Context: an optimization exercise on an open-source flow, tuned for small area, a short achievable clock period and few clock cycles per item. The choices shown serve that exercise and are no tape-out recipe. The RTL was checked by simulation tests, not by an equivalence proof against the original design.

==> inputs of cedar <==
// asin_iter
module asin_iter (
    input  logic        clk,
    input  logic        rst,
    input  logic        start,
    input  logic [31:0] x,
    output logic        busy,
    output logic        done,
    output logic [31:0] asin,
    output logic        sat
);
==> flow/config.mk <==
export PLATFORM = sky130hd
export DESIGN_NAME = asin_iter
export DESIGN_NICKNAME = asin_iter
export VERILOG_FILES = /design/flow/design.v
export SDC_FILE = /design/flow/constraint.sdc
export NUM_CORES = 4
export LEC_CHECK = 0
export ABC_AREA = 1
export CAP_MARGIN = 20
export CORE_MARGIN = 2
export CORE_UTILIZATION = 40
export CTS_CLUSTER_DIAMETER = 25
export CTS_CLUSTER_SIZE = 10
export SLEW_MARGIN = 45
==> flow/constraint.sdc <==
create_clock -name core_clock -period 130.0 [get_ports {clk}]
set_input_delay 26.0000 -clock core_clock [delete_from_list [all_inputs] [get_ports {clk}]]
set_output_delay 26.0000 -clock core_clock [all_outputs]
set_load 0.01 [all_outputs]
standard.sh (not shown) runs the stock make flow with config.mk's settings and CLKGATE_MAP_FILE= SYNTH_SCRIPT=/design/flow/synth_recipe.tcl, a recipe that flattens the netlist after the stock synthesis.
==> flow/flow/run.sh <==
#!/bin/bash
# The standard layout, except that between synthesis and floorplan the netlist's
# full adders are re-polarised by fixinv.py to drop inverters between them
# (a full adder is self-dual). Each step logs to a file of its own here.
set -euo pipefail
R=orfs/results/${FLOW_PLATFORM}/asin_iter/base
bash standard.sh synth > synth.log 2>&1
cp "$R/1_2_yosys.v" yosys_netlist_before_fixinv.v
python3 flow/fixinv.py "$R/1_2_yosys.v" > fixinv.log 2>&1
rm -f "$R/1_synth.odb" "$R/1_synth.sdc"
bash standard.sh finish > layout.log 2>&1
Other scripts of this flow, unchanged in this note and not shown: flow/flow/fixinv.py
==> xenon: changes against cedar <==
Settings changed: CORE_UTILIZATION 40 to 50, SLEW_MARGIN 45 to 20.
==> summary.txt <==
| metric | cedar | xenon |
|---|---|---|
| Final Cycle Share | 22.3% | 22.2% |
| Starting utilization of the core area | 40.4% | 50.3% |
| Count of non-filler cells in the finished layout | 9,087 | 8,712 |
| Average vias per placed instance | 6.62 | 6.88 |
| Launching point of the worst reg2reg path | am[11]$_DFFE_PP_ | am[8]$_DFFE_PP_ |
| Number of antenna violations at the first check in global routing | 13 | 10 |
| Gpl congestion | 1.03 | 1.06 |
| Pin count of the biggest net entering global routing | 58 | 80 |
| Worst setup slack after placement | 101.73 ns | 101.81 ns |
| Clk_buf instances | 10 | 9 |
| Antenna cells | 6 | 9 |
| Hold Slack | 0.526 ns | 0.518 ns |
| Met3 Routed Length | 42,100 um | 36,300 um |
| Site Rows | 135 | 121 |
| Status | no timing/DRC/antenna violations | no timing/DRC/antenna violations |
| Growth of design area from synthesis to finish | 5.43% | 4.16% |
| Fraction of area in multi-input gates | 80.0% | 80.7% |
| DR WL met2 | 107,000 um | 111,000 um |
| Total track usage | 38.2% | 46.9% |
| Final period demand of the worst path | 29.00 ns | 28.89 ns |
Testbench counts of cedar, summed over its fixed seeds: cycles 18,918, items 1,024.
Testbench counts of xenon, summed over its fixed seeds: cycles 18,918, items 1,024.

========
==> 06-26: inputs <==
Another version of the RTL of asin_iter (not shown whole).
Settings: LEC_CHECK=0, CAP_MARGIN=70, CORE_MARGIN=2, CORE_UTILIZATION=40, SLEW_MARGIN=70; clock period 130.0 ns.
run.sh (not shown) runs the stock make flow with config.mk's settings and CLKGATE_MAP_FILE= SYNTH_SCRIPT=/design/flow/synth_recipe.tcl, a recipe that flattens the netlist after the stock synthesis.
Stock flow here: none of the scripts above is used.
==> 01-06: changes against 06-26 <==
CAP_MARGIN = 20   (was 70)
SLEW_MARGIN = 20   (was 70)
==> 06-24: changes against 06-26 <==
ABC_AREA = 1   (was not set)
CAP_MARGIN = 20   (was 70)
SLEW_MARGIN = 20   (was 70)
==> comparison table <==
	06-26	06-24	01-06
Outcome	finished clean	finished clean	finished clean
Wire length on met3	38.9 mm	38.3 mm	39.0 mm
Total number of multi-input combinational cells	6648	6336	6648
Post-synthesis instance area	65400 µm²	61600 µm²	65400 µm²
Reg2Reg Capture Point	am[6]$_DFFE_PP_	am1_n[13]$_DFFE_PP_	lo[11]$_DFFE_PP_
Num tapcells	2175	2030	2175
Post-Synthesis Net Count	10100	9974	10100
Adder and majority cell fraction of the synthesized area	33.4%	35.5%	33.4%
Worst hold start	busy$_DFFE_PP0P_	busy$_DFFE_PP0P_	state[0]$_DFFE_PP0P_
Synth Area in Simple Gates	14.8%	17.7%	14.8%
Destination of the worst hold path	busy$_DFFE_PP0P_	busy$_DFFE_PP0P_	state[0]$_DFFE_PP0P_
Area of the core	163000 µm²	152000 µm²	163000 µm²
Total of clock buffers placed in the layout	17	21	17
Global-route wire length before repair	459 mm	463 mm	455 mm
Crit path required time	104.00 ns	130.35 ns	130.16 ns
Footprint of the multi-input gates	56300 µm²	48900 µm²	53800 µm²
Non-clk bufs	488	267	364
Slew at the pin with the worst max-slew slack	0.530 ns	1.21 ns	1.26 ns
Fraction of the mapped netlist area in compound gates	25.5%	22.5%	25.5%
Area used by sequential logic in the layout	4860 µm²	4850 µm²	4860 µm²
Share of the cycle needed by the critical path after routing	21.4%	22.3%	21.8%
Vias in the first global route	68400	65100	67400
Floorplan row count	148	143	148
Worst Hold Depth	2	2	1
Testbench counts of 06-26, summed over its fixed seeds: cycles 18,918, items 1,024.
Testbench counts of 01-06, summed over its fixed seeds: cycles 18,918, items 1,024.
Testbench counts of 06-24, summed over its fixed seeds: cycles 18,918, items 1,024.

afterwards: timing with drivers on the ports:
The flow's constraints put no driver on any port. The routed layouts listed below were extracted and timed again, unchanged, in two steps. Step 1 sets driving cells, clkbuf_16 on the clock port and buf_2 on the other inputs (assumed; they add their load-dependent delay and slew). Step 2 also shifts input and output timing later by t, the mid clock arrival at the registers, as if the neighbouring blocks saw the same clock. Slacks: no drivers / after step 1 / after step 2; pairs: no drivers / after step 1.
| run | t (ns) | setup WS [ns] | latest minus earliest clock arrival (ns) | slew at the worst register clock pin (ns) |
|---|---|---|---|---|
| cedar | 0.490 | 101.002 / 101.002 / 101.002 | 0.026 / 0.027 | 0.10 / 0.10 |
| xenon | 0.488 | 101.115 / 101.115 / 101.115 | 0.031 / 0.032 | 0.11 / 0.11 |
| 06-26 | 0.607 | 102.138 / 102.063 / 102.670 | 0.021 / 0.021 | 0.09 / 0.09 |
| 01-06 | 0.606 | 101.596 / 101.596 / 101.596 | 0.031 / 0.032 | 0.10 / 0.10 |
| 06-24 | 0.617 | 101.013 / 101.013 / 101.013 | 0.056 / 0.057 | 0.12 / 0.12 |
After both steps every run listed still meets setup and hold.
